What follows belongs to an exercise in optimizing a design on an open flow for small area, a short achievable clock period and few clock cycles; a production flow would make more cautious choices.
No activity file was given, so power comes from the tool's default toggle rates.

// riscv_alu
module riscv_alu (
	input  logic                           clk_i,
	input  logic                           rst_n_i,
	input  logic                           enable_i,
	input  logic [6:0]                     operator_i,
	input  logic [31:0]                    operand_a_i,
	input  logic [31:0]                    operand_b_i,
	input  logic                           ex_ready_i,
	output logic [31:0]                    result_o,
	output logic                           comparison_result_o,
	output logic                           ready_o
);
For scale: roughly 2600 cells after synthesis, roughly 110 I/O pins, roughly 0.015 mm² of cells after synthesis.
==> flow/config.mk <==
export PLATFORM = sky130hd
export DESIGN_NAME = riscv_alu
export DESIGN_NICKNAME = riscv_alu
export VERILOG_FILES = /design/flow/design.v
export SDC_FILE = /design/flow/constraint.sdc
export NUM_CORES = 4
export LEC_CHECK = 0
export ABC_AREA = 1
export CAP_MARGIN = 20
export CORE_MARGIN = 2
export CORE_UTILIZATION = 40
export SETUP_SLACK_MARGIN = 2
export SLEW_MARGIN = 20
export BUFFER_PORTS_ARGS = -buffer_cell sky130_fd_sc_hd__buf_2
export SETUP_MOVE_SEQUENCE = unbuffer,sizeup,swap
==> flow/constraint.sdc <==
create_clock -name core_clock -period 12.0 [get_ports {clk_i}]
set_input_delay 2.4000 -clock core_clock [delete_from_list [all_inputs] [get_ports {clk_i}]]
set_output_delay 2.4000 -clock core_clock [all_outputs]
set_load 0.01 [all_outputs]
standard.sh (not shown) runs the stock make flow with config.mk's settings and CLKGATE_MAP_FILE= SYNTH_SCRIPT=/design/flow/synth_recipe.tcl, a recipe that flattens the netlist after the stock synthesis.
==> flow/flow/run.sh <==
#!/bin/bash
# The standard layout, with the port buffers that buffer_ports inserts
# chosen as buf_2 instead of its default pick (a slow delay buffer), and
# timing repair by sizing and pin swaps only.
set -e
echo 'export BUFFER_PORTS_ARGS = -buffer_cell sky130_fd_sc_hd__buf_2' >> config.mk
echo 'export SETUP_MOVE_SEQUENCE = unbuffer,sizeup,swap' >> config.mk
bash standard.sh > standard.log 2>&1
The first run produced a clean layout.
==> next run, changes <==
- SETUP_SLACK_MARGIN: 2 -> 3
Result:
- critical path depth increases by 22
- synthesized cell count does not change
- global-route usage decreases by 0.63 points
- setup slack gains 0.77 ns
- clock power drops by about 1%
- final cell count barely changes
- worst hold slack gets worse by 0.0095 ns
- routed wire length is about the same
- total power went up by about 6.5%
==> next run, changes <==
- SETUP_SLACK_MARGIN: 3 -> 2.5
After rerunning:
- critical path depth drops by 15
- fmax shrinks by 6.0%
- cell area falls by 2.3%
- total power falls by 3.9%
- hold slack gets better by 0.015 ns
- combinational power fell by about 5%
- setup slack loses 0.58 ns
- via count barely changes
- flip-flop and latch count stays the same
- clock skew is about the same
Function was not checked in any run of this note: the RTL went through the layout flow alone.

Another version of the RTL of riscv_alu (not shown whole).
Size in the first run: roughly 72 flip-flops, roughly 110 I/O pins.
clock: 12.0 ns
lec_check: 0
abc_area: 1
cap_margin: 20
core_margin: 2
core_utilization: 40
setup_slack_margin: 2.5
slew_margin: 20
buffer_ports_args: -buffer_cell sky130_fd_sc_hd__buf_2
==> flow/flow/run.sh <==
#!/bin/bash
# The standard layout, with the port buffers that buffer_ports inserts
# chosen as buf_2 instead of its default pick (a slow delay buffer).
set -e
echo 'export BUFFER_PORTS_ARGS = -buffer_cell sky130_fd_sc_hd__buf_2' >> config.mk
bash standard.sh > standard.log 2>&1
Then changed:
==> flow/run.sh (new file) <==
#!/bin/bash
# synth_recipe.tcl (not shown) runs the flow's synth.tcl, then flattens the netlist and writes it again
# the make line also repeats each setting of config.mk as NAME=value (left out here)
make -C /OpenROAD-flow-scripts/flow DESIGN_CONFIG=/design/flow/config.mk WORK_HOME=/design/flow/orfs CLKGATE_MAP_FILE= SYNTH_SCRIPT=/design/flow/synth_recipe.tcl finish
BUFFER_PORTS_ARGS = not set   (was -buffer_cell sky130_fd_sc_hd__buf_2)
removed: flow/flow/run.sh
removed: flow/standard.sh
Result:
- The new run finished clean
- clock power shrinks by 9.9%
- design area grows by 5.1%
- via count hardly moves
- clock-buffer cell count shrinks by 2
- worst hold slack got worse by 0.019 ns
- final cell count grows by 1.8%
Function was not checked in any run of this note: the RTL went through the layout flow alone.

## separate check: timing with driven ports
No port has a modelled driver above. Below, the same layouts with a new extraction and two added sets of constraints.
Step 1, drivers: a clkbuf_16 drives clk_i and a buf_2 each remaining input, both assumed.
Step 2 adds t to the input delays and takes it off the output delays; t is the mean of the earliest and latest rising clock arrival at the registers after step 1. Input paths then give back, and output paths get back, about the clock's delay inside the block.
a / b / c = ideal / step 1 / step 2; a / b = the first two.
run	shift t [ns]	setup WS [ns]	clock arrival spread, ns
the first run of note 1	0.411	2.111 / 2.086 / 2.086	0.015 / 0.015
the second run of note 1	0.404	2.880 / 2.817 / 2.817	0.014 / 0.013
the third run of note 1	0.415	2.302 / 2.239 / 2.239	0.015 / 0.015
the first run of note 2	0.408	2.549 / 2.500 / 2.500	0.006 / 0.005
the second run of note 2	0.405	2.587 / 2.560 / 2.560	0.015 / 0.015
After both steps setup and hold are still met in every run listed.
